What follows belongs to an exercise in optimizing a design on an open flow for small area; a production flow would make more cautious choices. In this exercise RTL edits were held to simulation tests only and were not proved equivalent to the original. No activity file was given, so power comes from the tool's default toggle rates.

==> design/flow/design.v <==
`default_nettype none
package dmaBusPkg;
  localparam int ADDR_W = 32;
  localparam int DATA_W = 32;
  typedef logic [ADDR_W-1:0] addr_t;
  typedef logic [DATA_W-1:0] data_t;
  typedef logic [1:0]        busSize_t;
  localparam busSize_t SIZE_HALF = 2'b01;
  localparam busSize_t SIZE_WORD = 2'b10;
  localparam int STEP_HALF = 2;
  localparam int STEP_WORD = 4;
endpackage
`default_nettype wire
`default_nettype none
package dmaCtrlPkg;
  localparam int NUM_CHANNELS = 4;
  typedef logic [15:0] dmaCtrl_t;
  localparam int CTRL_ENABLE   = 15;
  localparam int CTRL_IRQ      = 14;
  localparam int CTRL_WORD     = 10;   
  localparam int CTRL_REPEAT   = 9;
  localparam int CTRL_SRC_STEP = 7;    
  localparam int CTRL_DST_STEP = 5;    
  typedef enum logic [1:0] {
    STEP_INC        = 2'b00,
    STEP_DEC        = 2'b01,
    STEP_FIXED      = 2'b10,
    STEP_INC_RELOAD = 2'b11
  } stepMode_t;
  typedef logic [13:0] unitCount_t;   
  typedef enum logic [2:0] {
    OFF,
    IDLE,
    QUEUED,
    READ,
    WRITE,
    PREEMPTED
  } chanState_t;
endpackage
`default_nettype wire
`timescale 1ns/1ps
`default_nettype none
module dmaController (
  input  logic         clk,
  input  logic         rst_b,
  input  logic [63:0]  ctrl,
  input  logic [127:0] srcAddr,
  input  logic [127:0] dstAddr,
  input  logic [55:0]  unitCount,
  input  logic [3:0]   startReq,
  input  logic         memWait,
  input  logic [31:0]  rdata,
  output logic [31:0]  addr,
  output logic [31:0]  wdata,
  output logic [1:0]   size,
  output logic         wen,
  output logic         busActive,
  output logic [3:0]   irq,
  output logic [3:0]   disableDma
);
  localparam int N = 4;
  localparam logic [2:0] S_OFF  = 3'b000;
  localparam logic [2:0] S_IDLE = 3'b001;
  localparam logic [2:0] S_QUE  = 3'b010;
  localparam logic [2:0] S_PRE  = 3'b011;
  localparam logic [2:0] S_RD   = 3'b100;
  localparam logic [2:0] S_WR   = 3'b101;
  logic [2:0]  state [N];
  logic [N-1:0] enPrev;
  logic [31:0] srcReg [N];
  logic [31:0] dstReg [N];
  logic [13:0] cntReg [N];
  logic [13:0] doneReg [N];
  logic [31:0] dataReg;
  logic [N-1:0] actR, actW, act, claim, pre, en, start, load, unitDone, last, passEnd;
  for (genvar i = 0; i < N; i++) begin : gDec
    assign en[i]    = ctrl[16*i + 15];
    assign start[i] = startReq[i];
    assign actR[i]  = state[i][2] & ~state[i][0];
    assign actW[i]  = state[i][2] &  state[i][0];
    assign act[i]   = state[i][2];
    assign claim[i] = state[i][2] | state[i][1] | ((state[i] == S_IDLE) & start[i]);
    assign load[i]  = (state[i] == S_OFF) & en[i] & ~enPrev[i];
  end
  assign pre[0] = 1'b0;
  for (genvar i = 1; i < N; i++) begin : gPre
    assign pre[i] = pre[i-1] | claim[i-1];
  end
  assign busActive = |act;
  assign wen       = |actW;
  logic [15:0] cSel;
  logic [13:0] doneSel, cntSel, doneNext;
  logic [31:0] stepAmt, nextAddr;
  logic [1:0]  mode;
  logic        lastSel;
  always_comb begin
    addr    = '0;
    cSel    = '0;
    doneSel = '0;
    cntSel  = '0;
    for (int i = 0; i < N; i++) begin
      addr    = addr    | ({32{actR[i]}} & srcReg[i]) | ({32{actW[i]}} & dstReg[i]);
      cSel    = cSel    | ({16{act[i]}} & ctrl[16*i +: 16]);
      doneSel = doneSel | ({14{act[i]}} & doneReg[i]);
      cntSel  = cntSel  | ({14{act[i]}} & cntReg[i]);
    end
  end
  assign size     = cSel[10] ? 2'b10 : 2'b01;
  assign mode     = wen ? cSel[6:5] : cSel[8:7];
  assign stepAmt  = cSel[10] ? 32'd4 : 32'd2;
  assign nextAddr = (mode == 2'b01) ? addr - stepAmt : (mode == 2'b10) ? addr : addr + stepAmt;
  assign doneNext = doneSel + 1'b1;
  assign lastSel  = (doneNext == cntSel);
  assign wdata = {(!cSel[10] && addr[1]) ? dataReg[15:0] : dataReg[31:16], dataReg[15:0]};
  always_ff @(posedge clk) begin
    if (|actR && !memWait) dataReg <= rdata;
  end
  for (genvar i = 0; i < N; i++) begin : gChan
    logic [15:0] c;
    logic [2:0]  nxt;
    logic        canStart;
    assign c        = ctrl[16*i +: 16];
    assign canStart = ~busActive & ~pre[i];
    assign unitDone[i] = actW[i] & ~memWait;
    assign last[i]     = lastSel;
    assign passEnd[i]  = unitDone[i] & lastSel;
    always_comb begin
      nxt = state[i];
      case (state[i])
        S_OFF:  if (en[i] && !enPrev[i]) nxt = S_IDLE;
        S_IDLE: if (!en[i]) nxt = S_OFF;
                else if (start[i]) nxt = canStart ? S_RD : S_QUE;
        S_QUE:  if (start[i] && canStart) nxt = S_RD;
        S_RD:   if (!memWait) nxt = S_WR;
        S_WR:   if (!memWait) begin
                  if (lastSel) nxt = c[9] ? S_IDLE : S_OFF;
                  else         nxt = pre[i] ? S_PRE : S_RD;
                end
        S_PRE:  if (canStart) nxt = S_RD;
        default: nxt = S_OFF;
      endcase
    end
    always_ff @(posedge clk or negedge rst_b) begin
      if (!rst_b) begin
        state[i]      <= S_OFF;
        enPrev[i]     <= 1'b0;
        irq[i]        <= 1'b0;
        disableDma[i] <= 1'b0;
      end else begin
        state[i]      <= nxt;
        enPrev[i]     <= en[i];
        irq[i]        <= passEnd[i] & c[14];
        disableDma[i] <= passEnd[i] & ~c[9];
      end
    end
    always_ff @(posedge clk) begin
      if (load[i]) begin
        srcReg[i] <= srcAddr[32*i +: 32];
        cntReg[i] <= unitCount[14*i +: 14];
      end else if (actR[i] && !memWait) begin
        srcReg[i] <= nextAddr;
      end
      if (load[i] || (passEnd[i] && c[9] && c[6:5] == 2'b11)) begin
        dstReg[i] <= dstAddr[32*i +: 32];
      end else if (unitDone[i]) begin
        dstReg[i] <= nextAddr;
      end
      if (load[i] || passEnd[i]) begin
        doneReg[i] <= '0;
      end else if (unitDone[i]) begin
        doneReg[i] <= doneNext;
      end
    end
  end
endmodule
`default_nettype wire
==> design/flow/run.sh <==
#!/bin/bash
# synth_recipe.tcl (not shown) runs the flow's synth.tcl, then flattens the netlist and writes it again
# the make line also repeats each setting of config.mk as NAME=value (left out here)
make -C /OpenROAD-flow-scripts/flow DESIGN_CONFIG=/design/flow/config.mk WORK_HOME=/design/flow/orfs CLKGATE_MAP_FILE= SYNTH_SCRIPT=/design/flow/synth_recipe.tcl finish
==> design/flow/config.mk <==
export PLATFORM = sky130hd
export DESIGN_NAME = dmaController
export DESIGN_NICKNAME = dmaController
export VERILOG_FILES = /design/flow/design.v
export SDC_FILE = /design/flow/constraint.sdc
export NUM_CORES = 4
export LEC_CHECK = 0
export CAP_MARGIN = 20
export CORE_MARGIN = 2
export CORE_UTILIZATION = 55
export CTS_BUF_LIST = sky130_fd_sc_hd__clkbuf_2
export SLEW_MARGIN = 20
==> design/flow/constraint.sdc <==
create_clock -name core_clock -period 8.0 [get_ports {clk}]
set_input_delay 1.6000 -clock core_clock [delete_from_list [all_inputs] [get_ports {clk}]]
set_output_delay 1.6000 -clock core_clock [all_outputs]
set_load 0.01 [all_outputs]
==> impl_metrics.toml, run 1 <==
[timing]
hold_slack_ns = 0.462
slew-limit-headroom_pct = 28.6
report.final.hold_viol_count = 0
clock_skew_ns = 0.0629
drv_slew = 0
setup_viol = 0
finalCritPeriodShare_pct = 83.1
clock.fmax_mhz = 150
tns_ns = 0
rsz0062_at_grt = "false"
period_minus_slack_ns = 6.65
worstMarginPinSlew_ns = 1.07

[flow_run]
cap_violations = 0

[die]
core_sq_um = 38600
design.portCount = 491
die_area_sq_um = 40700
rows = 72
die_w_microns = 202
start_util_pct = 55.6
chipHeight_microns = 202

[hold_path]
hold_path.class = "flop to flop"
hold_depth = 2

[detailed_routing]
initialDrtViolationCount = 1685
dr.pass1.iters = 6
drt_drc_violations_left = 0
wl_per_cell_microns = 26.3
wirelength_microns = 74800
antenna_left = 0
post_drt_via_cell_ratio = 6.18
num_vias = 17600

[clock_network]
numCtsBuffers = 108
clk_latency_ns = 1.12
cts_sinks = 424
max-clock-path-buffers = 3
cts_tree = "done"
h-tree-depth = 3
cts_root_buffer = "clkbuf_2"
postCtsSetupBuffers = 0
cts_hold_buffers = 0
clk_pin_slew_worst_paths_ns = 0.10
cts_resized = 0

[global_route]
grt_first_pass_wirelength_microns = 110000
grt_pass1_vias = 18000
top_usage_layer = "met2"
met3_usage_pct = 9.49
grt_overflow_total = 0
grtUsageMet2_pct = 60.5
grt_usage_pct = 36.5
grt_max_degree = 47
antenna_found_initial = 11
grt_util_met1_pct = 44.4

[power]
clkPwrFrac_pct = 12.7
irDropWorstVdd_v = 0.000249
p_leak_nw = 10.1
switchingPower_mw = 4.67
comb_power_share_pct = 53.9
intPower_mw = 7.01
switching_share_pct = 40.0
seq_power_share_pct = 33.5
power.density_nw_per_um2 = 423

[synthesis]
synth_fp_nets = 2176
synth_top_family_by_area = "multiplexers"
synth_common_cells = "344 x edfxtp_1, 279 x mux2_2, 185 x nand2_1, 96 x a22oi_1, 87 x nor2_1"
syn_avg_cell_area_sq_um = 12.3
synth_edf_count = 344
synth_cell_types = 77
synth_mux_area_share_pct = 16.4
ys_seq_elements = 424
synthCells = 1754
async_reset_ff_share_pct = 5.66
synth_adder_area_share_pct = 0.477
ys.flop_type = "edfxtp_1"
yosysTopAreaCell = "edfxtp_1"
synth_top_area_share_pct = 48.0
yosys_warnings = 6
synth_area_leaders = "edfxtp_1 48%, mux2_2 15%, dfxtp_1 5.2%, a22oi_1 3.4%, nand2_1 3.2%"
synthesis.area_sq_um = 21500
yosys.area_share.simple_pct = 10.4
synth_most_common_cell = "edfxtp_1"
synth_compound_area_share_pct = 10.5
synthXorXnorAreaFrac_pct = 2.71
synth_seq_area_share_pct = 56.0

[setup_path]
crit_path_cell_trace = "and2_1, a22oi_1, and4_1, inv_1, ha_1, mux2_2, clkdlybuf4s50_1"
cp-start-kind = "flop"
cp_max_fo = 36
arrival_ns = 5.05
cpPeakStageDelay_ns = 0.94
cp_data_required_time_ns = 6.40
critical_path_class = "flop to output port"
r2r.worst_path.cells = 13
end_kind = "output port"
crit_path_top_delay_cell = "dfrtp_2"

[placed_design]
gp_congestion = 0.956
port_buffers = 458
hpwl_microns = 48600

[cells_and_area]
nets = 2656
syn2layout_area_growth_pct = 28.4
regArea_sq_um = 12100
drive_above_1_share_pct = 23.5
multiInputGateArea_sq_um = 8850
nFillCells = 2845

[run_status]
status = "no timing/DRC/antenna violations"
[metal layers]
metal / share of wire [%] / wire, microns
met4: 4.8 / 3560
met1: 36 / 27100
met3: 11 / 7870
met2: 48 / 36200
met5: 0.057 / 43
[worst max-delay path: cells and delay by family, from the launching register on]
family	cells	cell delay [ns]
flip-flops	1	0.94
multiplexers	1	0.43
buffers and inverters	2	0.57
AO/OA/AOI/OAI	1	0.13
AND/OR/NAND/NOR	2	1.03
adder cells (fa/ha/maj)	1	0.81
[registers in the layout, summed over array words and instances (netlist names)]
signal and flops:
doneReg 56, enPrev 4, srcReg 128, irq 4, dataReg 32, cntReg 56, state 12, disableDma 4
dstReg 128
[final cells by class]
class	instances	share of cell area (%)
Timing Repair Buffer	501	17.9
Inverter	36	0.489
Multi-Input combinational cell	1163	32.0
Clock buffer	163	2.95
Sequential cell	424	43.7
Tap cell	518	2.35
Clock inverter	31	0.575
Antenna cell	7	0.0634
[power groups by stage]
stage          logic [mW]  clock network [mW]  registers [mW]
2_1_floorplan        4.07                   0            3.80
3_3_place_gp         6.01                   0            3.93
3_5_place_dp         6.14                   0            3.95
4_1_cts              6.18                1.49            3.90
5_1_grt              6.69                1.62            3.96
6_report             6.29                1.48            3.91
[kinds of logic (layout without fill, tap and decap cells)]
logic type,count (synthesis),count (layout)
AOI/OAI and AO/OA,323,323
xor gates and xnor gates,60,60
adders and majority gates,7,7
buffers and inverters,167,731
DFF,424,424
muxes,315,315
other,0,7
and+or+nand+nor,458,458
[placed cells by master, fill, tap and decap left out, types with 7 or more instances in the layout]
cell / synthesis / final
clkdlybuf4s50_1: 0 / 458
edfxtp_1: 344 / 344
mux2_2: 279 / 279
nand2_1: 185 / 178
clkbuf_2: 0 / 163
a22oi_1: 96 / 96
nor2_1: 87 / 87
a21oi_1: 76 / 76
dfxtp_1: 56 / 56
buf_4: 16 / 41
inv_1: 35 / 35
xnor2_1: 31 / 31
mux2i_1: 30 / 30
nand3_1: 30 / 30
nor3_1: 25 / 25
a22o_1: 24 / 24
xor2_1: 24 / 24
and3_1: 21 / 21
clkinv_1: 1 / 21
dfrtp_1: 24 / 19
nand4_1: 15 / 15
a221oi_1: 14 / 14
o21ai_0: 22 / 14
nor4_1: 13 / 13
a31oi_1: 12 / 12
o22ai_1: 11 / 11
a211oi_1: 10 / 10
nand2b_1: 10 / 10
a2111oi_0: 9 / 9
and2_1: 9 / 9
and4_1: 9 / 9
o21ai_4: 0 / 8
diode_2: 0 / 7
and3b_1: 7 / 7
[per-stage QoR]
step	utilization, %	worst slack (ns)	cells	power (mW)	cell area [sq um]
detailed placement	68.8	1.50	2641	10.1	26600
global placement	68.8	1.61	2640	9.93	26600
finish	71.5	1.35	2843	11.7	27600
global route	71.5	1.18	2843	12.3	27600
floorplan	-	2.97	1754	7.88	21500
CTS	71.3	1.41	2835	11.6	27600
[final timing paths]
kind,from,end,slack (ns)
max in group asynchronous,rst_b,state[0][1]$_DFFE_PN0P_,6.85
worst max-delay path,state[3][2]$_DFFE_PN0P_,wdata[25],1.35
worst max register to register,state[3][2]$_DFFE_PN0P_,dstReg[1][19]$_DFFE_PP_,2.06
worst min register to register,doneReg[2][8]$_SDFFE_PP0P_,doneReg[2][8]$_SDFFE_PP0P_,0.46
min in group asynchronous,rst_b,state[1][1]$_DFFE_PN0P_,0.86
worst min-delay path,doneReg[2][8]$_SDFFE_PP0P_,doneReg[2][8]$_SDFFE_PP0P_,0.46
==> inputs of run 2 (changes only) <==
--- a/design/flow/config.mk
+++ b/design/flow/config.mk
@@ -10,3 +10,3 @@
 export CORE_UTILIZATION = 55
-export CTS_BUF_LIST = sky130_fd_sc_hd__clkbuf_2
+export CTS_BUF_LIST = sky130_fd_sc_hd__clkbuf_4
 export SLEW_MARGIN = 20
==> run 2 against run 1 <==
Net effect: synthesized area is the same; cell count is 0.25% higher; total power rose by 4.3%; hold slack got worse by 0.0062 ns; non-clock buffer count is the same; wire length grew 0.22%; sequential power about the same; flip-flop and latch count unchanged; synthesized cell count stayed put; setup slack better by 0.30 ns; maximum frequency up 4.7%; critical path type unchanged; largest power group unchanged; highest routed layer unchanged.
==> impl_metrics.toml, run 2 <==
[cells_and_area]
nFillCells = 2764
final_cell_mix = "458 x clkdlybuf4s50_1, 344 x edfxtp_1, 279 x mux2_2, 178 x nand2_1, 173 x clkbuf_4"
layout_commonest_cell = "clkdlybuf4s50_1"
nets = 2661
regArea_sq_um = 12100
drive_above_1_share_pct = 23.8
top_regs = "dstReg x128, srcReg x128"
multiInputGateArea_sq_um = 8850
syn2layout_area_growth_pct = 30.8

[synthesis]
async_reset_ff_share_pct = 5.66
synth_common_cells = "344 x edfxtp_1, 279 x mux2_2, 185 x nand2_1, 96 x a22oi_1, 87 x nor2_1"
synthCells = 1754
synth_edf_count = 344
synth_cell_types = 77
syn_avg_cell_area_sq_um = 12.3
ys_seq_elements = 424
synth_fp_nets = 2176
yosysTopAreaCell = "edfxtp_1"
ys.flop_type = "edfxtp_1"
synth_top_area_share_pct = 48.0
synth_area_leaders = "edfxtp_1 48%, mux2_2 15%, dfxtp_1 5.2%, a22oi_1 3.4%, nand2_1 3.2%"
synth_seq_area_share_pct = 56.0
yosys_warnings = 6
synth_most_common_cell = "edfxtp_1"
synthesis.area_sq_um = 21500

[timing]
fin_ws_ns = 1.65
setup_viol = 0
worstMarginPinSlew_ns = 1.09
drv_slew = 0
report.final.hold_viol_count = 0
rsz0062_at_grt = "false"
slew-limit-headroom_pct = 26.9
hold_slack_ns = 0.455
finalCritPeriodShare_pct = 79.4
period_minus_slack_ns = 6.35
clock.fmax_mhz = 157
tns_ns = 0
clock_skew_ns = 0.0522

[clock_network]
cts_sinks = 424
max-clock-path-buffers = 3
cts_tree = "done"
h-tree-depth = 3
cts_hold_buffers = 0
cts_resized = 0
clk_latency_ns = 0.85
cts_root_buffer = "clkbuf_4"
numCtsBuffers = 113
clk_pin_slew_worst_paths_ns = 0.06
postCtsSetupBuffers = 0

[detailed_routing]
antenna_left = 0
num_vias = 17600
initialDrtViolationCount = 1710
drt_drc_violations_left = 0
post_drt_via_cell_ratio = 6.18
wirelength_microns = 75000
wl_per_cell_microns = 26.3
dr.pass1.iters = 6

[power]
power.density_nw_per_um2 = 433
irDropWorstVdd_v = 0.000251
p_leak_nw = 10.2

[hold_path]
hold_path.class = "flop to flop"
hp-start = "doneReg[2][8]$_SDFFE_PP0P_"
hold-path-endpoint = "doneReg[2][8]$_SDFFE_PP0P_"
hold_depth = 2

[setup_path]
critical_path_class = "flop to output port"
regToRegEndpoint = "dstReg[1][19]$_DFFE_PP_"
crit_path_cell_trace = "and2_1, a22oi_1, and4_1, inv_1, ha_1, mux2_2, clkdlybuf4s50_1"
arrival_ns = 4.75
cp-start-kind = "flop"
r2r.worst_path.cells = 13
cp_max_fo = 36
crit_path_top_delay_cell = "dfrtp_2"
reg2reg_from = "state[3][2]$_DFFE_PN0P_"
cpPeakStageDelay_ns = 0.92
end_kind = "output port"
r2r_slack_ns = 2.11
cp_data_required_time_ns = 6.40

[placed_design]
hpwl_microns = 48600
gp_congestion = 0.956
port_buffers = 458
place_ws_ns = 1.50

[die]
die_w_microns = 202
design.portCount = 491
start_util_pct = 55.6
rows = 72
die_area_sq_um = 40700
core_sq_um = 38600
chipHeight_microns = 202

[global_route]
antenna_found_initial = 10
grt_max_degree = 47
grt_first_pass_wirelength_microns = 110000
grt_overflow_total = 0
grt_pass1_vias = 18100
grt_usage_pct = 36.6

[run_status]
status = "no timing/DRC/antenna violations"

[flow_run]
cap_violations = 0
run 2: cell counts after synthesis:
Identical to the previous run, type by type.
run 2: final cells by class:
cell class	instances	area share, %
inverters	36	0.481
multi-input cells	1163	31.5
well taps	518	2.31
clock inverters	28	0.632
clock buffers	173	4.62
repair buffers	501	17.6
diodes	7	0.0623
flip-flops and latches	424	42.9
run 2: kinds of logic after synthesis:
family	after synthesis	synth area share, %
buffers and inverters	167	3.48
muxes	315	16.4
xor gates and xnor gates	60	2.71
and+or+nand+nor	458	10.4
DFF	424	56.0
adders and majority gates	7	0.477
AOI/OAI and AO/OA	323	10.5
run 2: metrics by stage:
stage / utilization, % / area (sq um) / std cells / total power [mW]
after global routing: 72.8 / 28100 / 2850 / 12.8
after detailed placement: 68.8 / 26600 / 2641 / 10.1
final: 72.8 / 28100 / 2850 / 12.2
after floorplan: - / 21500 / 1754 / 7.88
after global placement: 68.8 / 26600 / 2640 / 9.93
after CTS: 72.6 / 28100 / 2842 / 12.1
run 2: worst max-delay path by stage:
| stage | to | slack, ns | cells past startpoint | startpoint |
|---|---|---|---|---|
| finish | wdata[25] | 1.65 | 7 | state[3][2]$_DFFE_PN0P_ |
| global route | wdata[24] | 1.44 | 7 | state[3][2]$_DFFE_PN0P_ |
| CTS | wdata[25] | 1.67 | 7 | state[3][2]$_DFFE_PN0P_ |
| detailed placement | srcReg[1][21]$_DFFE_PP_ | 1.50 | 13 | ctrl[10] |
| global placement | srcReg[3][21]$_DFFE_PP_ | 1.61 | 13 | ctrl[10] |
| floorplan | wdata[21] | 2.97 | 7 | ctrl[42] |
run 2: layer usage:
layer  GRT usage, %  part of all wire (%)  wire length (microns)  vias up
met5              0                 0.056                     42        -
met4           19.2                   4.7                   3540        6
met3           8.49                    10                   7500      216
met2           60.3                    48                  36400     1080
met1           45.0                    37                  27500     8605
li1               -                     -                      -     7697
run 2: critical path: cells and delay by family (launching register included):
kind                     cells  cell delay [ns]
AND/OR/NAND/NOR              2             1.02
flip-flops                   1             0.92
adder cells (fa/ha/maj)      1             0.82
buffers and inverters        2             0.58
multiplexers                 1             0.42
AO/OA/AOI/OAI                1             0.12
run 2: power breakdown:
group / internal, mW / switching, mW / total, mW / leakage [nW]
sequential: 3.63 / 0.282 / 3.91 / 3.96
clock: 1.04 / 0.919 / 1.96 / 0.870
combinational: 2.80 / 3.49 / 6.30 / 5.39
==> inputs of run 3 (changes only) <==
--- a/design/flow/config.mk
+++ b/design/flow/config.mk
@@ -7,2 +7,3 @@
 export LEC_CHECK = 0
+export ABC_AREA = 1
 export CAP_MARGIN = 20
@@ -10,3 +11,2 @@
 export CORE_UTILIZATION = 55
-export CTS_BUF_LIST = sky130_fd_sc_hd__clkbuf_4
 export SLEW_MARGIN = 20
==> run 3 against run 2 <==
Net effect: non-clock buffer count shrank 3; flip-flop and latch count is the same; sequential power up 3%; synthesized area grew 5.1%; critical endpoint is now wdata[30]; highest routed layer unchanged.
==> impl_metrics.toml, run 3 <==
[run_status]
status = "no timing/DRC/antenna violations"

[synthesis]
synth_seq_area_share_pct = 53.3
synth_edf_count = 344
synth_top_area_share_pct = 45.7
synthCells = 2756
synthesis.area_sq_um = 22600
synth_common_cells = "1,169 x nand2_1, 344 x edfxtp_1, 233 x nand3_1, 214 x nor2_1, 140 x o21ai_0"
synth_fp_nets = 3178
ys.flop_type = "edfxtp_1"
async_reset_ff_share_pct = 5.66
yosysTopAreaCell = "edfxtp_1"
yosys_warnings = 6
ys_seq_elements = 424
synth_cell_types = 56
syn_avg_cell_area_sq_um = 8.20
synth_most_common_cell = "nand2_1"
synth_area_leaders = "edfxtp_1 46%, nand2_1 19%, nand3_1 5.2%, dfxtp_1 5.0%, nor2_1 3.6%"

[cells_and_area]
drive_above_1_share_pct = 5.95
instances_no_fill = 3728
layout_commonest_cell = "nand2_1"
final_cell_mix = "1,165 x nand2_1, 458 x clkdlybuf4s50_1, 344 x edfxtp_1, 233 x nand3_1, 210 x nor2_1"
syn2layout_area_growth_pct = 27.9
top_regs = "dstReg x128, srcReg x128"
regArea_sq_um = 12100
nets = 3580
nFillCells = 3194
multiInputGateArea_sq_um = 9340

[setup_path]
r2r.worst_path.cells = 17
cp_data_required_time_ns = 6.40
arrival_ns = 4.87
cp-start-kind = "input port"
cp_max_fo = 18
endpoint = "wdata[30]"
critical_path_class = "input port to output port"
crit_start = "ctrl[42]"
regToRegEndpoint = "dstReg[2][17]$_DFFE_PP_"
r2r_slack_ns = 2.33
reg2reg_from = "state[1][2]$_DFFE_PN0P_"
end_kind = "output port"

[global_route]
grt_overflow_total = 0
antenna_found_initial = 3
grt_usage_pct = 41.1
grt_pass1_vias = 21600
grt_first_pass_wirelength_microns = 129000
grt_max_degree = 64

[clock_network]
cts_root_buffer = "clkbuf_16"
cts_hold_buffers = 0
cts_resized = 0
cts_tree = "done"
cts_sinks = 424
max-clock-path-buffers = 3
clk_pin_slew_worst_paths_ns = 0.06
postCtsSetupBuffers = 0
h-tree-depth = 2
clk_latency_ns = 0.60
numCtsBuffers = 45

[detailed_routing]
initialDrtViolationCount = 2720
antenna_left = 0
dr.pass1.iters = 6
wl_per_cell_microns = 23.9
drt_drc_violations_left = 0
wirelength_microns = 89100
post_drt_via_cell_ratio = 6.00
num_vias = 22400

[flow_run]
cap_violations = 0

[power]
irDropWorstVdd_v = 0.000294
p_leak_nw = 11.9
power_mw = 12.9
power.density_nw_per_um2 = 448

[timing]
tns_ns = 0
report.final.hold_viol_count = 0
period_minus_slack_ns = 6.47
setup_viol = 0
drv_slew = 0
finalCritPeriodShare_pct = 80.9
clock_skew_ns = 0.0317
rsz0062_at_grt = "false"
slew-limit-headroom_pct = 20.6
clock.fmax_mhz = 154
worstMarginPinSlew_ns = 1.19

[placed_design]
gp_congestion = 0.938
port_buffers = 458
dp.cells = 3642
hpwl_microns = 58000

[die]
chipHeight_microns = 207
rows = 74
core_sq_um = 40700
die_area_sq_um = 42700
start_util_pct = 55.5
design.portCount = 491
die_w_microns = 207

[hold_path]
hold_path.class = "flop to flop"
run 3: changes by cell type in the layout (fill, tap and decap cells not counted), moves of 96 or more:
cell,change
o21ai_0,+122
mux2_2,-263
clkbuf_4,-173
inv_1,+96
nand3_1,+203
nand2_1,+987
nor2_1,+123
a22oi_1,-96
run 3: cell type report:
type	instances	share of cell area (%)
diodes	2	0.0173
repair buffers	498	16.9
flip-flops and latches	424	41.7
clock buffers	63	4.30
well taps	532	2.30
multi-input cells	2036	32.3
clock inverters	20	0.497
inverters	153	1.99
run 3: metal layers:
| metal | vias up | track usage, % | part of all wire, % |
|---|---|---|---|
| met4 | 4 | 25.2 | 6.6 |
| met5 | - | 0 | 0.030 |
| li1 | 9946 | - | - |
| met1 | 10300 | 49.5 | 34 |
| met3 | 355 | 10.4 | 13 |
| met2 | 1763 | 66.5 | 46 |
run 3: power breakdown:
| group | switching, mW | internal (mW) |
|---|---|---|
| sequential | 0.247 | 3.76 |
| combinational | 4.71 | 2.21 |
| clock | 0.897 | 1.12 |
run 3: critical path, stage by stage:
cell	delay (ns)
clkdlybuf4s50_1	0.41
a22o_1	0.23
nor2_1	0.69
ha_1	0.98
mux2_2	0.43
clkdlybuf4s50_1	0.52
run 3: worst min-delay path by stage:
| stage | start | to | cells past startpoint |
|---|---|---|---|
| after global placement | doneReg[3][7]$_SDFFE_PP0P_ | doneReg[3][7]$_SDFFE_PP0P_ | 2 |
| after floorplan | doneReg[0][3]$_SDFFE_PP0P_ | doneReg[0][3]$_SDFFE_PP0P_ | 2 |
| after CTS | doneReg[0][8]$_SDFFE_PP0P_ | doneReg[0][8]$_SDFFE_PP0P_ | 2 |
| final | doneReg[0][3]$_SDFFE_PP0P_ | doneReg[0][3]$_SDFFE_PP0P_ | 2 |
| after detailed placement | doneReg[0][8]$_SDFFE_PP0P_ | doneReg[0][8]$_SDFFE_PP0P_ | 2 |
| after global routing | doneReg[1][10]$_SDFFE_PP0P_ | doneReg[1][10]$_SDFFE_PP0P_ | 2 |
run 3: stage by stage:
step | util, % | cell area [sq um] | hold slack [ns] | setup slack (ns)
floorplan | - | 22600 | 0.438 | 2.86
global placement | 67.5 | 27500 | 0.448 | 1.65
CTS | 70.9 | 28900 | 0.464 | 1.59
global route | 71.0 | 28900 | 0.481 | 1.42
detailed placement | 67.5 | 27500 | 0.454 | 1.60
finish | 71.0 | 28900 | 0.465 | 1.53
run 3: cell families after synthesis:
family / Yosys count / synth area share [%]
muxes: 16 / 0.797
DFF: 424 / 53.3
AOI/OAI and AO/OA: 282 / 7.45
buffers and inverters: 296 / 6.02
adders and majority gates: 7 / 0.454
xor gates and xnor gates: 18 / 0.830
and+or+nand+nor: 1713 / 31.1
==> inputs of run 4 (changes only) <==
--- a/design/flow/design.v
+++ b/design/flow/design.v
@@ -69,4 +69,4 @@
   logic [N-1:0] enPrev;
-  logic [31:0] srcReg [N];
-  logic [31:0] dstReg [N];
+  logic [31:0] curRegN [N];   
+  logic [31:0] othReg [N];
   logic [13:0] cntReg [N];
@@ -101,3 +101,3 @@
     for (int i = 0; i < N; i++) begin
-      addr    = addr    | ({32{actR[i]}} & srcReg[i]) | ({32{actW[i]}} & dstReg[i]);
+      addr    = addr    | ({32{act[i]}} & ~curRegN[i]);
       cSel    = cSel    | ({16{act[i]}} & ctrl[16*i +: 16]);
@@ -157,11 +157,8 @@
       if (load[i]) begin
-        srcReg[i] <= srcAddr[32*i +: 32];
+        curRegN[i] <= ~srcAddr[32*i +: 32];
+        othReg[i] <= dstAddr[32*i +: 32];
         cntReg[i] <= unitCount[14*i +: 14];
-      end else if (actR[i] && !memWait) begin
-        srcReg[i] <= nextAddr;
-      end
-      if (load[i] || (passEnd[i] && c[9] && c[6:5] == 2'b11)) begin
-        dstReg[i] <= dstAddr[32*i +: 32];
-      end else if (unitDone[i]) begin
-        dstReg[i] <= nextAddr;
+      end else if (act[i] && !memWait) begin
+        curRegN[i] <= ~othReg[i];
+        othReg[i] <= (passEnd[i] && c[9] && c[6:5] == 2'b11) ? dstAddr[32*i +: 32] : nextAddr;
       end
--- a/design/flow/config.mk
+++ b/design/flow/config.mk
@@ -7,3 +7,2 @@
 export LEC_CHECK = 0
-export ABC_AREA = 1
 export CAP_MARGIN = 20
==> run 4 against run 3 <==
Net effect: still clean; first-iteration DRC count is 44% lower; via count is 32% lower; sequential share of layout area is 3.5 points higher; critical path depth stayed put; setup slack better by 0.60 ns; flip-flop and latch count stayed put; design area is 7.7% lower; synthesized cell count is 45% lower; combinational power is 64% lower; hold slack better by 0.0013 ns; sequential power is 21% lower; clock-buffer cell count is 2 higher; largest power group is now registers; highest routed layer unchanged.
==> impl_metrics.toml, run 4 <==
[setup_path]
r2r.worst_path.cells = 14
critical_path_depth = 6
cp_max_fo = 18
crit_path_cell_trace = "clkdlybuf4s50_1, a22oi_1, and2_1, ha_1, mux2_2, clkdlybuf4s50_1"
end_kind = "output port"
regToRegEndpoint = "othReg[0][27]$_DFFE_PP_"
endpoint = "wdata[18]"
arrival_ns = 4.28
crit_start = "ctrl[42]"
r2r_slack_ns = 2.29
cp_data_required_time_ns = 6.40
cp_top_family = "buffers and inverters"
reg2reg_from = "state[1][2]$_DFFE_PN0P_"
cpPeakStageDelay_ns = 0.83
critical_path_class = "input port to output port"
cp_num_buf_inv = 2
crit_path_top_delay_cell = "ha_1"
cp-start-kind = "input port"
timing.critical_path.mode_cell = "clkdlybuf4s50_1"

[synthesis]
synth_top_area_share_pct = 50.7
yosysTopAreaCell = "edfxtp_1"
async_reset_ff_share_pct = 5.66
synth_area_leaders = "edfxtp_1 51%, mux2i_1 6.5%, mux2_2 6.2%, dfxtp_1 5.5%, dfrtp_1 2.9%"
synthesis.area_sq_um = 20400
yosys_warnings = 6
ys.flop_type = "edfxtp_1"
synth_seq_area_share_pct = 59.2
syn_avg_cell_area_sq_um = 13.4
synthCells = 1523
synth_common_cells = "344 x edfxtp_1, 133 x mux2i_1, 113 x mux2_2, 79 x nand2b_1"
synth_edf_count = 344
synth_most_common_cell = "edfxtp_1"
ys_seq_elements = 424
synth_cell_types = 80
synth_fp_nets = 1945

[cells_and_area]
nets = 2367
nFillCells = 2565
final_cell_mix = "457 x clkdlybuf4s50_1, 344 x edfxtp_1, 133 x mux2i_1, 113 x mux2_2, 79 x nand2b_1"
postLayoutCoreUtil_pct = 73.1
syn2layout_area_growth_pct = 31.0
top_regs = "curRegN x128, othReg x128"
layout_commonest_cell = "clkdlybuf4s50_1"
drive_above_1_share_pct = 12.3

[detailed_routing]
wl_per_cell_microns = 26.0
wirelength_microns = 63900
dr.pass1.iters = 7
wl_met1_microns = 25300
wl_met3_microns = 6390
drt_drc_violations_left = 0
post_drt_via_cell_ratio = 6.15
initialDrtViolationCount = 1522
num_vias = 15200
antenna_left = 0
top_layer = "met5"
wl_met2_microns = 30100

[clock_network]
postCtsSetupBuffers = 0
clk_latency_ns = 0.57
cts_hold_buffers = 0
clk_pin_slew_worst_paths_ns = 0.06
cts_resized = 0
cts_sinks = 424
cts_root_buffer = "clkbuf_16"
max-clock-path-buffers = 3
numCtsBuffers = 45
h-tree-depth = 2
cts_tree = "done"

[global_route]
grt_pass1_vias = 15400
grt_overflow_total = 0
grt_usage_pct = 32.8
antenna_found_initial = 18
grt_max_degree = 68
grt_first_pass_wirelength_microns = 93900

[placed_design]
port_buffers = 458
gp_congestion = 0.903
hpwl_microns = 43500

[timing]
drv_slew = 0
worstMarginPinSlew_ns = 1.17
report.final.hold_viol_count = 0
finalCritPeriodShare_pct = 73.5
clock_skew_ns = 0.0175
clock.fmax_mhz = 170
slew-limit-headroom_pct = 21.9
rsz0062_at_grt = "false"
tns_ns = 0
period_minus_slack_ns = 5.88
setup_viol = 0

[flow_run]
cap_violations = 0

[die]
rows = 70
start_util_pct = 55.8
design.portCount = 491
core_sq_um = 36500
chipHeight_microns = 196
die_area_sq_um = 38600
die_w_microns = 196

[power]
power.density_nw_per_um2 = 289
p_leak_nw = 8.99
irDropWorstVdd_v = 0.000188

[run_status]
status = "no timing/DRC/antenna violations"

[hold_path]
hold_path.class = "flop to flop"
==> run 4: cell count changes in the layout (fill, tap and decap cells not counted), sizes merged, moves of 22 or more <==
| cell | delta |
|---|---|
| nand2 | -1111 |
| nand3 | -207 |
| nor2 | -161 |
| mux2i | +133 |
| mux2 | +130 |
| o21ai | -130 |
| inv | -123 |
| nand2b | +78 |
| a32o | +48 |
| a22oi | +42 |
| a22o | -26 |
| xnor2 | +26 |
| a21oi | -22 |
| o2111ai | +22 |
==> run 4: worst register-to-register path, delay by kind of cell, from the launching register on <==
kind / cells / cell delay, ns
AND/OR/NAND/NOR: 5 / 1.41
adder cells (fa/ha/maj): 2 / 1.19
buffers and inverters: 3 / 0.86
flip-flops: 1 / 0.83
AO/OA/AOI/OAI: 2 / 0.61
multiplexers: 1 / 0.34
XOR/XNOR: 1 / 0.24
==> run 4: worst min path at each step <==
| stage | slack [ns] | to | cells after the start | startpoint |
|---|---|---|---|---|
| finish | 0.47 | doneReg[1][5]$_SDFFE_PP0P_ | 1 | doneReg[1][5]$_SDFFE_PP0P_ |
| global route | 0.48 | doneReg[0][9]$_SDFFE_PP0P_ | 1 | doneReg[0][9]$_SDFFE_PP0P_ |
| CTS | 0.47 | doneReg[1][1]$_SDFFE_PP0P_ | 2 | doneReg[1][1]$_SDFFE_PP0P_ |
| detailed placement | 0.45 | doneReg[1][5]$_SDFFE_PP0P_ | 1 | doneReg[1][5]$_SDFFE_PP0P_ |
| global placement | 0.45 | doneReg[2][7]$_SDFFE_PP0P_ | 1 | doneReg[2][7]$_SDFFE_PP0P_ |
| floorplan | 0.43 | doneReg[3][1]$_SDFFE_PP0P_ | 2 | doneReg[3][1]$_SDFFE_PP0P_ |
==> run 4: layout make-up <==
class                      instances  area (sq um)  share of cell area [%]
antenna                           15          37.5                   0.141
clock buffer                      65          1310                    4.89
clock inverter                    16           131                   0.492
inverter                          25          93.8                   0.352
multi-input combinational        965          7700                    28.9
sequential                       424         12100                    45.2
tap                              468           586                    2.19
timing repair buffer             484          4770                    17.9
==> run 4: kinds of logic (layout without fill, tap and decap cells) <==
| group | count (synthesis) | after routing | share of synthesized area [%] |
|---|---|---|---|
| DFF | 424 | 424 | 59.2 |
| AOI/OAI and AO/OA | 267 | 267 | 10.5 |
| other | 0 | 15 | 0 |
| xor gates and xnor gates | 57 | 57 | 2.52 |
| and+or+nand+nor | 354 | 354 | 9.37 |
| adders and majority gates | 8 | 8 | 0.553 |
| muxes | 279 | 279 | 14.6 |
| buffers and inverters | 134 | 590 | 3.23 |
==> run 4: metrics by stage <==
stage                     power (mW)  instance area (sq um)  hold WS [ns]  setup slack [ns]  instances
after global placement          5.59                  25200         0.446              1.71       2366
final                           7.70                  26700         0.466              2.12       2462
after global routing            8.03                  26700         0.478              1.90       2457
after floorplan                 4.74                  20400         0.434              1.13       1523
after CTS                       7.70                  26600         0.465              2.08       2447
after detailed placement        5.66                  25200         0.454              1.70       2366
==> run 4: metal layers <==
| layer | global-route usage (%) | vias to the layer above |
|---|---|---|
| li1 | - | 6768 |
| met1 | 42.8 | 7475 |
| met2 | 52.9 | 773 |
| met3 | 8.80 | 130 |
| met4 | 12.3 | 6 |
| met5 | 0 | - |
==> run 4: where the power goes <==
group	switching (mW)	internal, mW	leakage, nW	total (mW)
registers	0.172	3.01	3.94	3.18
clock network	0.857	1.19	0.702	2.05
logic	1.37	1.10	4.35	2.47
==> inputs of run 5 (changes only) <==
==> design/flow/flow/run.sh (new file) <==
#!/bin/bash
# Standard ORFS layout (the standard.sh, unchanged synthesis), with two changes:
#  - port buffers use the smallest buffer cell (buf_1) instead of buffer_ports' default pick;
#  - clock tree synthesis without dummy balancing loads.
set -euo pipefail
export BUFFER_PORTS_ARGS="-buffer_cell sky130_fd_sc_hd__buf_1"
export CTS_ARGS="-sink_clustering_enable -repair_clock_nets -dont_use_dummy_load"
bash standard.sh > standard.log 2>&1
==> design/flow/standard.sh (new file) <==
#!/bin/bash
# synth_recipe.tcl (not shown) runs the flow's synth.tcl, then flattens the netlist and writes it again
# the make line also repeats each setting of config.mk as NAME=value (left out here)
make -C /OpenROAD-flow-scripts/flow DESIGN_CONFIG=/design/flow/config.mk WORK_HOME=/design/flow/orfs CLKGATE_MAP_FILE= SYNTH_SCRIPT=/design/flow/synth_recipe.tcl "${@:-finish}"
removed: design/flow/run.sh
==> run 5 against run 4 <==
Net effect: still clean; first-iteration DRC count fell by 17%; design area is 12% lower; synthesized area stayed put; global-route usage is 0.83 points lower; combinational power decreased by 9.7%; maximum frequency increased by 3.2%; total power shrank 6.7%; setup slack better by 0.18 ns; sequential share of layout area rose by 6.1 points; via count is 1.9% lower; wire length is 2.6% lower; critical endpoint is now othReg[0][27]$_DFFE_PP_; largest power group unchanged.
==> impl_metrics.toml, run 5 <==
[run_status]
status = "no timing/DRC/antenna violations"

[detailed_routing]
antenna_left = 0
drt_drc_violations_left = 0
dr.pass1.iters = 5
post_drt_via_cell_ratio = 6.14
wirelength_microns = 62200
num_vias = 14900
wl_per_cell_microns = 25.7
initialDrtViolationCount = 1256

[global_route]
grt_pass1_vias = 14700
grtUsageMet2_pct = 50.7
top_usage_layer = "met2"
antenna_found_initial = 18
grt_usage_pct = 32.0
grt_max_degree = 68
grt_overflow_total = 0
met3_usage_pct = 9.10
grt_first_pass_wirelength_microns = 90600
grt_util_met1_pct = 42.1

[die]
rows = 70
design.portCount = 491
die_area_sq_um = 38600
start_util_pct = 55.8
die_w_microns = 196
core_sq_um = 36500
chipHeight_microns = 196

[clock_network]
cts_sinks = 424
h-tree-depth = 2
cts_root_buffer = "clkbuf_16"
cts_resized = 0
max-clock-path-buffers = 3
clk_pin_slew_worst_paths_ns = 0.06
postCtsSetupBuffers = 0
clk_latency_ns = 0.58
cts_hold_buffers = 0
numCtsBuffers = 45
cts_tree = "done"

[synthesis]
synth_common_cells = "344 x edfxtp_1, 133 x mux2i_1, 113 x mux2_2, 79 x nand2b_1"
synth_cell_types = 80
synth_edf_count = 344
syn_avg_cell_area_sq_um = 13.4
ys_seq_elements = 424
yosys_warnings = 6
synth_seq_area_share_pct = 59.2
synth_area_leaders = "edfxtp_1 51%, mux2i_1 6.5%, mux2_2 6.2%, dfxtp_1 5.5%, dfrtp_1 2.9%"
async_reset_ff_share_pct = 5.66
synthCells = 1523
synthesis.area_sq_um = 20400
synth_most_common_cell = "edfxtp_1"
ys.flop_type = "edfxtp_1"
yosysTopAreaCell = "edfxtp_1"
synth_fp_nets = 1945
synth_top_area_share_pct = 50.7

[cells_and_area]
drive_above_1_share_pct = 11.7
layout_commonest_cell = "buf_1"
final_cell_mix = "458 x buf_1, 344 x edfxtp_1, 133 x mux2i_1, 113 x mux2_2, 79 x nand2b_1"
syn2layout_area_growth_pct = 15.5
nets = 2370
instances_no_fill = 2423
top_regs = "curRegN x128, othReg x128"

[timing]
report.final.hold_viol_count = 0
drv_slew = 0
clock_skew_ns = 0.0382
period_minus_slack_ns = 5.69
tns_ns = 0
rsz0062_at_grt = "false"
worstMarginPinSlew_ns = 1.13
slew-limit-headroom_pct = 24.1
clock.fmax_mhz = 176
finalCritPeriodShare_pct = 71.2
setup_viol = 0

[setup_path]
cp_data_required_time_ns = 8.32
timing.critical_path.mode_cell = "inv_1"
arrival_ns = 6.01
cp_top_family = "simple AND/OR/NAND/NOR gates"
cpPeakStageDelay_ns = 0.84
crit_path_top_delay_cell = "dfrtp_2"
crit_path_cell_trace = "inv_1, o22ai_1, nor2_1, inv_1, ha_1, inv_1, fa_1, nor2b_1, nand4_1, or2_2, nor4_1, o21ai_0, xnor2_1, mux2_1"
cp_num_buf_inv = 3
cp_max_fo = 28
end_kind = "flop"
cp-start-kind = "flop"
critical_path_class = "flop to flop"

[hold_path]
hold_path.class = "flop to flop"

[flow_run]
cap_violations = 0

[power]
power.density_nw_per_um2 = 306
irDropWorstVdd_v = 0.000214
p_leak_nw = 7.61

[placed_design]
port_buffers = 458
dp.cells = 2369
hpwl_microns = 42200
gp_congestion = 0.884
run 5: cell families after synthesis:
logic type | share of synthesized area (%)
xor gates and xnor gates | 2.52
buffers and inverters | 3.23
and+or+nand+nor | 9.37
DFF | 59.2
muxes | 14.6
AOI/OAI and AO/OA | 10.5
adders and majority gates | 0.553
run 5: worst register-to-register path: cells and delay by family (launching register included):
kind | cells | cell delay (ns)
compound gates | 2 | 0.62
xor+xnor | 1 | 0.24
simple gates | 5 | 1.37
mux | 1 | 0.33
flops | 1 | 0.84
buf+inv | 3 | 0.83
fa+ha+maj | 2 | 1.23
run 5: final timing paths:
check / start / to / slack, ns / cells after the start
worst max register to register: state[2][2]$_DFFE_PN0P_ / othReg[0][27]$_DFFE_PP_ / 2.31 / 14
worst max-delay path: state[2][2]$_DFFE_PN0P_ / othReg[0][27]$_DFFE_PP_ / 2.31 / 14
worst min-delay path: doneReg[3][10]$_SDFFE_PP0P_ / doneReg[3][10]$_SDFFE_PP0P_ / 0.47 / 1
min in group asynchronous: rst_b / disableDma[0]$_DFF_PN0_ / 1.01 / 2
max in group asynchronous: rst_b / state[0][2]$_DFFE_PN0P_ / 6.71 / 2
worst min register to register: doneReg[3][10]$_SDFFE_PP0P_ / doneReg[3][10]$_SDFFE_PP0P_ / 0.47 / 1
run 5: routing by layer:
metal  vias up  wire length, microns
met5         -                   103
li1       6723                     -
met2       686                 28800
met1      7322                 25400
met4        18                  1960
met3       117                  5990
run 5: layout make-up:
class,instances,area [sq um]
inverters,25,95.1
flip-flops and latches,424,12100
clock buffers,45,1130
fillers,2933,13000
repair buffers,487,1940
diodes,9,22.5
well taps,468,586
multi-input cells,965,7700
run 5: power breakdown:
group          switching (mW)  internal [mW]  total, mW
logic                    1.37          0.860       2.23
registers               0.181           3.01       3.19
clock network           0.791          0.983       1.77
total                    2.34           4.85       7.19
run 5: per-stage QoR:
step / hold WS [ns] / instance area (sq um) / power [mW] / util (%) / setup slack, ns
global route: 0.476 / 23500 / 7.52 / 64.4 / 2.07
floorplan: 0.434 / 20400 / 4.74 / - / 1.13
CTS: 0.466 / 23500 / 7.21 / 64.3 / 2.39
finish: 0.465 / 23500 / 7.19 / 64.4 / 2.31
global placement: 0.446 / 22400 / 5.37 / 61.3 / 2.02
detailed placement: 0.454 / 22400 / 5.44 / 61.3 / 2.00
==> inputs of run 6 (changes only) <==
==> design/flow/flow/run.sh (replaced) <==
#!/bin/bash
# Layout flow: the standard flow (standard.sh) with three changes.
#  1. After the standard synthesis (unchanged), the combinational logic between
#     the flip-flops is re-mapped by ABC with an area script (remap.tcl). The
#     flip-flops keep their instances, names and cell types.
#  2. Port buffers use the smallest buffer cell (buf_1).
#  3. Clock tree synthesis without dummy balancing loads.
# Each tool's output goes to its own log in this folder.
set -euo pipefail
HERE=$(pwd)
R=$HERE/orfs/results/$FLOW_PLATFORM/dmaController/base
export BUFFER_PORTS_ARGS="-buffer_cell sky130_fd_sc_hd__buf_1"
export CTS_ARGS="-sink_clustering_enable -repair_clock_nets -dont_use_dummy_load"

bash standard.sh synth > synth.log 2>&1
cp $R/1_2_yosys.v $HERE/standard_synth.v
REMAP_LIB=$FLOW_HOME/platforms/sky130hd/lib/sky130_fd_sc_hd__tt_025C_1v80.lib \
REMAP_DONT_USE=$HERE/flow/dontuse.txt \
REMAP_IN=$HERE/standard_synth.v \
REMAP_TOP=$FLOW_TOP \
REMAP_SCRIPT=$HERE/flow/remap.abc \
REMAP_STAT=$HERE/remap_stat.txt \
REMAP_OUT=$HERE/remapped.v \
  yosys -c $HERE/flow/remap.tcl > remap.log 2>&1
# same flip-flops as the standard synthesis, or stop
grep -o 'sky130_fd_sc_hd__[a-z]*df[a-z0-9_]* [^ ]*' standard_synth.v | sort > regs_standard.txt
grep -o 'sky130_fd_sc_hd__[a-z]*df[a-z0-9_]* [^ ]*' remapped.v | sort > regs_remapped.txt
cmp regs_standard.txt regs_remapped.txt
cp remapped.v $R/1_2_yosys.v
rm -f $R/1_synth.odb $R/1_synth.sdc
bash standard.sh > standard.log 2>&1
==> design/flow/flow/dontuse.txt (new file) <==
sky130_fd_sc_hd__probe_p_8
sky130_fd_sc_hd__probec_p_8
sky130_fd_sc_hd__lpflow_bleeder_1
sky130_fd_sc_hd__lpflow_clkbufkapwr_1
sky130_fd_sc_hd__lpflow_clkbufkapwr_16
sky130_fd_sc_hd__lpflow_clkbufkapwr_2
sky130_fd_sc_hd__lpflow_clkbufkapwr_4
sky130_fd_sc_hd__lpflow_clkbufkapwr_8
sky130_fd_sc_hd__lpflow_clkinvkapwr_1
sky130_fd_sc_hd__lpflow_clkinvkapwr_16
sky130_fd_sc_hd__lpflow_clkinvkapwr_2
sky130_fd_sc_hd__lpflow_clkinvkapwr_4
sky130_fd_sc_hd__lpflow_clkinvkapwr_8
sky130_fd_sc_hd__lpflow_decapkapwr_12
sky130_fd_sc_hd__lpflow_decapkapwr_3
sky130_fd_sc_hd__lpflow_decapkapwr_4
sky130_fd_sc_hd__lpflow_decapkapwr_6
sky130_fd_sc_hd__lpflow_decapkapwr_8
sky130_fd_sc_hd__lpflow_inputiso0n_1
sky130_fd_sc_hd__lpflow_inputiso0p_1
sky130_fd_sc_hd__lpflow_inputiso1n_1
sky130_fd_sc_hd__lpflow_inputiso1p_1
sky130_fd_sc_hd__lpflow_inputisolatch_1
sky130_fd_sc_hd__lpflow_isobufsrc_1
sky130_fd_sc_hd__lpflow_isobufsrc_16
sky130_fd_sc_hd__lpflow_isobufsrc_2
sky130_fd_sc_hd__lpflow_isobufsrc_4
sky130_fd_sc_hd__lpflow_isobufsrc_8
sky130_fd_sc_hd__lpflow_isobufsrckapwr_16
sky130_fd_sc_hd__lpflow_lsbuf_lh_hl_isowell_tap_1
sky130_fd_sc_hd__lpflow_lsbuf_lh_hl_isowell_tap_2
sky130_fd_sc_hd__lpflow_lsbuf_lh_hl_isowell_tap_4
sky130_fd_sc_hd__lpflow_lsbuf_lh_isowell_4
sky130_fd_sc_hd__lpflow_lsbuf_lh_isowell_tap_1
sky130_fd_sc_hd__lpflow_lsbuf_lh_isowell_tap_2
sky130_fd_sc_hd__lpflow_lsbuf_lh_isowell_tap_4
==> design/flow/flow/remap.abc (new file) <==
strash
dch
amap
topo
==> design/flow/flow/remap.tcl (new file) <==
# Re-map the combinational logic of the standard synthesis netlist for area.
# Flip-flops are kept as they are (same instances, names and cell types); only
# the logic between them is re-mapped by ABC with an area-oriented script.
yosys -import
set lib $::env(REMAP_LIB)
set dont_use {}
foreach c [split [string trim [read [open $::env(REMAP_DONT_USE)]]] "\n"] { lappend dont_use -dont_use $c }
read_liberty -ignore_miss_func $lib
setattr -mod -set keep_hierarchy 1 sky130_fd_sc_hd__*df* sky130_fd_sc_hd__*dl*
read_verilog $::env(REMAP_IN)
hierarchy -top $::env(REMAP_TOP)
flatten
opt_clean -purge
abc -liberty $lib {*}$dont_use -script $::env(REMAP_SCRIPT)
opt_clean -purge
setundef -zero
hilomap -singleton -hicell sky130_fd_sc_hd__conb_1 HI -locell sky130_fd_sc_hd__conb_1 LO
splitnets
opt_clean -purge
insbuf -buf sky130_fd_sc_hd__buf_4 A X
select -module $::env(REMAP_TOP)
tee -o $::env(REMAP_STAT) stat -liberty $lib
select -clear
select $::env(REMAP_TOP)
write_verilog -noattr -nohex -nodec -selected $::env(REMAP_OUT)
==> run 6 against run 5 <==
Net effect: clock power decreased by 3%; first-iteration DRC count increased by 16%; cell count increased by 5.1%; synthesized area decreased by 11%; clock-buffer cell count decreased by 1; sequential share of layout area increased by 4.2 points; global-route usage increased by 2.2 points; clock skew increased by 0.0037 ns; largest power group unchanged.
==> impl_metrics.toml, run 6 <==
[detailed_routing]
wl_per_cell_microns = 23.6
antenna_left = 0
dr.pass1.iters = 5
wirelength_microns = 60000
drt_drc_violations_left = 0
post_drt_via_cell_ratio = 6.22
initialDrtViolationCount = 1463
num_vias = 15800

[timing]
clock.fmax_mhz = 158
slew-limit-headroom_pct = 26.8
drv_slew = 0
setup_viol = 0
tns_ns = 0
finalCritPeriodShare_pct = 79.0
worstMarginPinSlew_ns = 1.10
report.final.hold_viol_count = 0
rsz0062_at_grt = "false"
clock_skew_ns = 0.0419
period_minus_slack_ns = 6.32

[global_route]
grt_first_pass_wirelength_microns = 86900
grt_pass1_vias = 15200
grt_overflow_total = 0
top_usage_layer = "met2"
grt_util_met1_pct = 44.3
antenna_found_initial = 6
grtUsageMet2_pct = 56.9
grt_max_degree = 65
grt_usage_pct = 34.1
met3_usage_pct = 6.57

[setup_path]
arrival_ns = 6.55
cp-start-kind = "flop"
cp_data_required_time_ns = 8.24
cp_top_family = "simple AND/OR/NAND/NOR gates"
cp_num_buf_inv = 5
critical_path_class = "flop to flop"
crit_path_cell_trace = "buf_4, clkinv_1, o22ai_1, a221oi_1, nor2_1, clkinv_1, nor2_1, clkinv_1, nor2_1, nor2_1, nor4_1, o21ai_0, a2111oi_0, nand4_1, a2111oi_0, nand2_1, nor3_1, nor2_4, buf_4, nor2_1, a21oi_1"
end_kind = "flop"
crit_path_top_delay_cell = "nor3_1"
cp_max_fo = 64
cpPeakStageDelay_ns = 0.75
timing.critical_path.mode_cell = "nor2_1"

[die]
die_w_microns = 186
rows = 66
core_sq_um = 32500
design.portCount = 491
start_util_pct = 55.8
die_area_sq_um = 34500
chipHeight_microns = 186

[cells_and_area]
syn2layout_area_growth_pct = 19.9
nFillCells = 2663
drive_above_1_share_pct = 4.34
nets = 2516
top_regs = "curRegN x128, othReg x128"
postLayoutCoreUtil_pct = 66.8
layout_commonest_cell = "buf_1"
final_cell_mix = "458 x buf_1, 344 x edfxtp_1, 250 x o22ai_1, 249 x nor2_1, 160 x a21oi_1"

[synthesis]
synthCells = 1584
yosys_warnings = 6
synthesis.area_sq_um = 18100
syn_avg_cell_area_sq_um = 11.5
synth_fp_nets = 1999

[placed_design]
gp_congestion = 0.929
port_buffers = 458
hpwl_microns = 38100

[clock_network]
h-tree-depth = 2
cts_hold_buffers = 0
clk_latency_ns = 0.56
max-clock-path-buffers = 3
clk_pin_slew_worst_paths_ns = 0.06
postCtsSetupBuffers = 0
cts_resized = 0
cts_sinks = 424
cts_tree = "done"
cts_root_buffer = "clkbuf_16"
numCtsBuffers = 44

[run_status]
status = "no timing/DRC/antenna violations"

[power]
power.density_nw_per_um2 = 325
irDropWorstVdd_v = 0.000198
p_leak_nw = 7.08

[hold_path]
hold_path.class = "flop to flop"

[flow_run]
cap_violations = 0
-- run 6: cell types whose count changed in the layout (fill, tap and decap cells not counted), moves of 79 or more --
cell,delta
nand2b_1,-79
nor2_1,+187
o22ai_1,+228
a21oi_1,+137
clkinv_1,+118
mux2_2,-113
mux2i_1,-133
-- run 6: tightest hold or removal path, delay by kind of cell, from the launching register on --
family                 cells  cell delay (ns)
DFF                        1             0.30
buffers and inverters      1             0.05
AOI/OAI and AO/OA          1             0.06
-- run 6: cell type report --
class | instances | area (sq um) | share of cell area, %
flip-flops and latches | 424 | 12100 | 55.4
multi-input cells | 1020 | 5630 | 25.9
repair buffers | 487 | 1940 | 8.91
clock buffers | 44 | 1100 | 5.06
well taps | 442 | 553 | 2.54
inverters | 124 | 465 | 2.14
diodes | 5 | 12.5 | 0.0575
-- run 6: layer usage --
layer  vias up  part of all wire, %
met5         -                0.047
met1      7567                   39
li1       7214                    -
met4         4                  3.6
met2       905                   48
met3       143                  9.5
-- run 6: path summary, 6_finish.rpt --
kind                                             startpoint  cells past startpoint  slack (ns)                           to
worst min register to register  doneReg[2][10]$_SDFFE_PP0P_                      2        0.46  doneReg[2][10]$_SDFFE_PP0P_
max in group asynchronous                             rst_b                      2        6.67      state[2][1]$_DFFE_PN0P_
min in group asynchronous                             rst_b                      2        1.07             irq[0]$_DFF_PN0_
worst min-delay path            doneReg[2][10]$_SDFFE_PP0P_                      2        0.46  doneReg[2][10]$_SDFFE_PP0P_
worst max register to register      state[1][2]$_DFFE_PN0P_                     21        1.68       othReg[0][3]$_DFFE_PP_
worst max-delay path                state[1][2]$_DFFE_PN0P_                     21        1.68       othReg[0][3]$_DFFE_PP_
-- run 6: report_power, final --
part / switching, mW / internal, mW
combinational: 1.47 / 0.685
sequential: 0.159 / 3.04
clock: 0.756 / 0.962
total: 2.39 / 4.69
-- run 6: through the flow --
stage / instance area [sq um] / instances / worst slack [ns] / hold slack [ns] / total power, mW
global placement: 20600 / 2497 / 1.86 / 0.442 / 5.30
CTS: 21700 / 2541 / 1.79 / 0.458 / 7.06
finish: 21700 / 2546 / 1.68 / 0.457 / 7.07
floorplan: 18100 / 1584 / 0.558 / 0.434 / 4.62
detailed placement: 20600 / 2497 / 1.77 / 0.449 / 5.36
global route: 21700 / 2545 / 1.19 / 0.476 / 7.41
==> inputs of run 7 (changes only) <==
--- a/design/flow/flow/run.sh
+++ b/design/flow/flow/run.sh
@@ -6,3 +6,4 @@
 #  2. Port buffers use the smallest buffer cell (buf_1).
-#  3. Clock tree synthesis without dummy balancing loads.
+#  3. Clock tree synthesis without dummy balancing loads, with clusters of up
+#     to 20 flip-flops within 80 um.
 # Each tool's output goes to its own log in this folder.
@@ -12,3 +13,3 @@
 export BUFFER_PORTS_ARGS="-buffer_cell sky130_fd_sc_hd__buf_1"
-export CTS_ARGS="-sink_clustering_enable -repair_clock_nets -dont_use_dummy_load"
+export CTS_ARGS="-sink_clustering_enable -repair_clock_nets -dont_use_dummy_load -sink_clustering_size 20 -sink_clustering_max_diameter 80"
 
--- a/design/flow/config.mk
+++ b/design/flow/config.mk
@@ -7,5 +7,5 @@
 export LEC_CHECK = 0
-export CAP_MARGIN = 20
+export CAP_MARGIN = 5
 export CORE_MARGIN = 2
-export CORE_UTILIZATION = 55
-export SLEW_MARGIN = 20
+export CORE_UTILIZATION = 65
+export SLEW_MARGIN = 5
==> run 7 against run 6 <==
Net effect: still clean; register-to-register slack better by 0.35 ns; clock-buffer cell count is 19 lower; non-clock buffer count down 1; synthesized area is the same; die area is 15% lower; design area down 2.5%; largest cell class unchanged.
==> impl_metrics.toml, run 7 <==
[run_status]
status = "no timing/DRC/antenna violations"

[clock_network]
h-tree-depth = 1
postCtsSetupBuffers = 0
cts_tree = "done"
clk_latency_ns = 0.56
cts_hold_buffers = 0
cts_resized = 0
cts_sinks = 424
numCtsBuffers = 25
cts_root_buffer = "clkbuf_16"
clk_pin_slew_worst_paths_ns = 0.08
max-clock-path-buffers = 3

[global_route]
grt_overflow_total = 0
grt_first_pass_wirelength_microns = 87500
met3_usage_pct = 9.32
grt_usage_pct = 39.9
grt_util_met1_pct = 50.6
grt_pass1_vias = 15900
antenna_found_initial = 12
grtUsageMet2_pct = 65.2
top_usage_layer = "met2"
grt_max_degree = 65

[placed_design]
place_ws_ns = 1.49
port_buffers = 458
gp_congestion = 0.968
hpwl_microns = 38600

[setup_path]
cp-start-kind = "input port"
r2r_slack_ns = 2.03
cp_num_buf_inv = 3
cp_data_required_time_ns = 8.28
r2r.worst_path.cells = 21
cpPeakStageDelay_ns = 0.92
cp_top_family = "simple AND/OR/NAND/NOR gates"
cp_max_fo = 19
arrival_ns = 6.47
critical_path_class = "input port to flop"
crit_path_top_delay_cell = "nor4_1"
crit_path_cell_trace = "buf_1, a22o_1, a221oi_1, clkinv_1, nor2_1, buf_4, nor2_1, or4b_1, nor4_1, nand2_1, or3_1, o32ai_1, nand2_1, o21ai_0, a21oi_1"
end_kind = "flop"
regToRegEndpoint = "othReg[3][7]$_DFFE_PP_"
reg2reg_from = "state[3][2]$_DFFE_PN0P_"

[synthesis]
synthesis.area_sq_um = 18100
synth_fp_nets = 1999
yosys_warnings = 6
synthCells = 1584
syn_avg_cell_area_sq_um = 11.5

[cells_and_area]
nets = 2496
syn2layout_area_growth_pct = 16.8
layout_commonest_cell = "buf_1"
drive_above_1_share_pct = 3.46
final_cell_mix = "458 x buf_1, 344 x edfxtp_1, 250 x o22ai_1, 249 x nor2_1, 160 x a21oi_1"
top_regs = "curRegN x128, othReg x128"

[detailed_routing]
post_drt_via_cell_ratio = 6.61
dr.pass1.iters = 6
antenna_left = 0
num_vias = 16300
wirelength_microns = 59500
wl_per_cell_microns = 24.1
initialDrtViolationCount = 2093
drt_drc_violations_left = 0

[timing]
drv_slew = 0
rsz0062_at_grt = "false"
worstMarginPinSlew_ns = 1.08
report.final.hold_viol_count = 0
period_minus_slack_ns = 6.20
fin_ws_ns = 1.80
clock_skew_ns = 0.0468
tns_ns = 0
slew-limit-headroom_pct = 27.9
finalCritPeriodShare_pct = 77.4
clock.fmax_mhz = 161
setup_viol = 0

[power]
clkPwrFrac_pct = 18.8
p_leak_nw = 6.85
seq_power_share_pct = 48.6
power.density_nw_per_um2 = 311
intPower_mw = 4.27
switching_share_pct = 35.2
switchingPower_mw = 2.32
comb_power_share_pct = 32.6
irDropWorstVdd_v = 0.000195

[flow_run]
cap_violations = 0

[die]
start_util_pct = 65.7
die_w_microns = 171
die_area_sq_um = 29300
design.portCount = 491
rows = 61
chipHeight_microns = 171
core_sq_um = 27600

[hold_path]
hp-start = "doneReg[2][10]$_SDFFE_PP0P_"
hold-path-endpoint = "doneReg[2][10]$_SDFFE_PP0P_"
hold_depth = 2
hold_path.class = "flop to flop"
==> run 7: cell types whose count changed in the layout (fill, tap and decap cells not counted) <==
cell       delta
clkbuf_16    -19
clkinv_1      -1
inv_2         +1
diode_2       +6
buf_4         -1
==> run 7: worst max-delay path by stage <==
stage	slack, ns	cells past startpoint	from	endpoint
after floorplan	0.56	16	state[1][2]$_DFFE_PN0P_	othReg[2][0]$_DFFE_PP_
after global placement	1.64	15	ctrl[58]	othReg[3][31]$_DFFE_PP_
after detailed placement	1.49	15	ctrl[58]	othReg[1][31]$_DFFE_PP_
after CTS	2.03	15	ctrl[58]	othReg[1][31]$_DFFE_PP_
after global routing	1.67	22	state[3][2]$_DFFE_PN0P_	othReg[3][1]$_DFFE_PP_
final	1.80	15	ctrl[58]	othReg[1][31]$_DFFE_PP_
==> run 7: routing by layer <==
metal / share of wire (%) / up-vias
met5: 0.042 / -
met4: 4.4 / 4
met3: 13 / 202
met2: 48 / 1280
met1: 34 / 7651
li1: - / 7182
==> run 7: layout make-up <==
type | instances | area [sq um]
flip-flops and latches | 424 | 12100
fillers | 1896 | 6430
multi-input cells | 1020 | 5630
repair buffers | 486 | 1930
clock buffers | 25 | 626
well taps | 378 | 473
inverters | 124 | 465
diodes | 11 | 27.5
==> run 7: power groups by stage <==
stage	logic, mW	clock network (mW)	registers (mW)
detailed placement	2.09	0	3.24
floorplan	1.36	0	3.26
CTS	2.09	1.23	3.20
global placement	2.01	0	3.22
finish	2.15	1.24	3.20
global route	2.33	1.30	3.24
==> run 7: stage by stage <==
| step | area, sq um | utilization (%) | power (mW) | cells | hold WS (ns) |
|---|---|---|---|---|---|
| 3_3_place_gp | 20500 | 74.4 | 5.23 | 2432 | 0.442 |
| 4_1_cts | 21200 | 76.6 | 6.52 | 2457 | 0.459 |
| 5_1_grt | 21200 | 76.7 | 6.88 | 2464 | 0.472 |
| 3_5_place_dp | 20500 | 74.4 | 5.33 | 2432 | 0.445 |
| 6_report | 21200 | 76.7 | 6.59 | 2468 | 0.462 |
| 2_1_floorplan | 18100 | - | 4.62 | 1584 | 0.434 |
==> run 7: worst register-to-register path: stages, from the launching register on <==
cell	delay, ns
dfrtp_1	0.32
buf_4	0.36
inv_2	0.25
buf_4	0.32
o21ai_0	0.47
nand3_1	0.17
nor4b_1	0.42
nand2_1	0.13
clkinv_1	0.11
nand2_1	0.10
nor2_1	0.24
clkinv_1	0.13
o22ai_1	0.23
clkinv_1	0.13
a2111oi_0	0.45
nand2_1	0.47
buf_4	0.34
nor2_1	0.18
a41oi_4	0.13
buf_4	0.34
nor2_1	0.34
a21oi_1	0.07

-- separate check: timing with driven ports --
No port has a modelled driver above. Below, the same layouts with a new extraction and two added sets of constraints.
Step 1: set_driving_cell puts a clkbuf_16 on clk and a buf_2 on each other input, an assumption about the parent block.
Step 2 moves the port delays by t, midway between the first and last clock arrival at a register: inputs arrive t later, outputs are due t later. That takes back most of the time a late clock gives input paths.
a / b / c = ideal / step 1 / step 2; a / b = the first two.
| run | shift t [ns] | setup WS [ns] | worst setup path at the end | latest minus earliest clock arrival (ns) |
|---|---|---|---|---|
| run 1 | 1.138 | 1.350 / 1.295 / 1.323 | input to register | 0.068 / 0.068 |
| run 2 | 0.875 | 1.650 / 1.598 / 1.269 | input to register | 0.052 / 0.053 |
| run 3 | 0.645 | 1.525 / 1.470 / 1.505 | input to output | 0.032 / 0.032 |
| run 4 | 0.616 | 2.123 / 2.097 / 1.637 | input to register | 0.018 / 0.018 |
| run 5 | 0.621 | 2.306 / 2.306 / 1.922 | input to register | 0.039 / 0.038 |
| run 6 | 0.591 | 1.680 / 1.680 / 1.645 | input to register | 0.042 / 0.042 |
| run 7 | 0.586 | 1.804 / 1.799 / 1.213 | input to register | 0.047 / 0.047 |
After both steps every run listed still meets setup and hold. The setup slack of run 7, which loses most, moves by -0.005 ns with the drivers and by -0.591 ns with both steps.
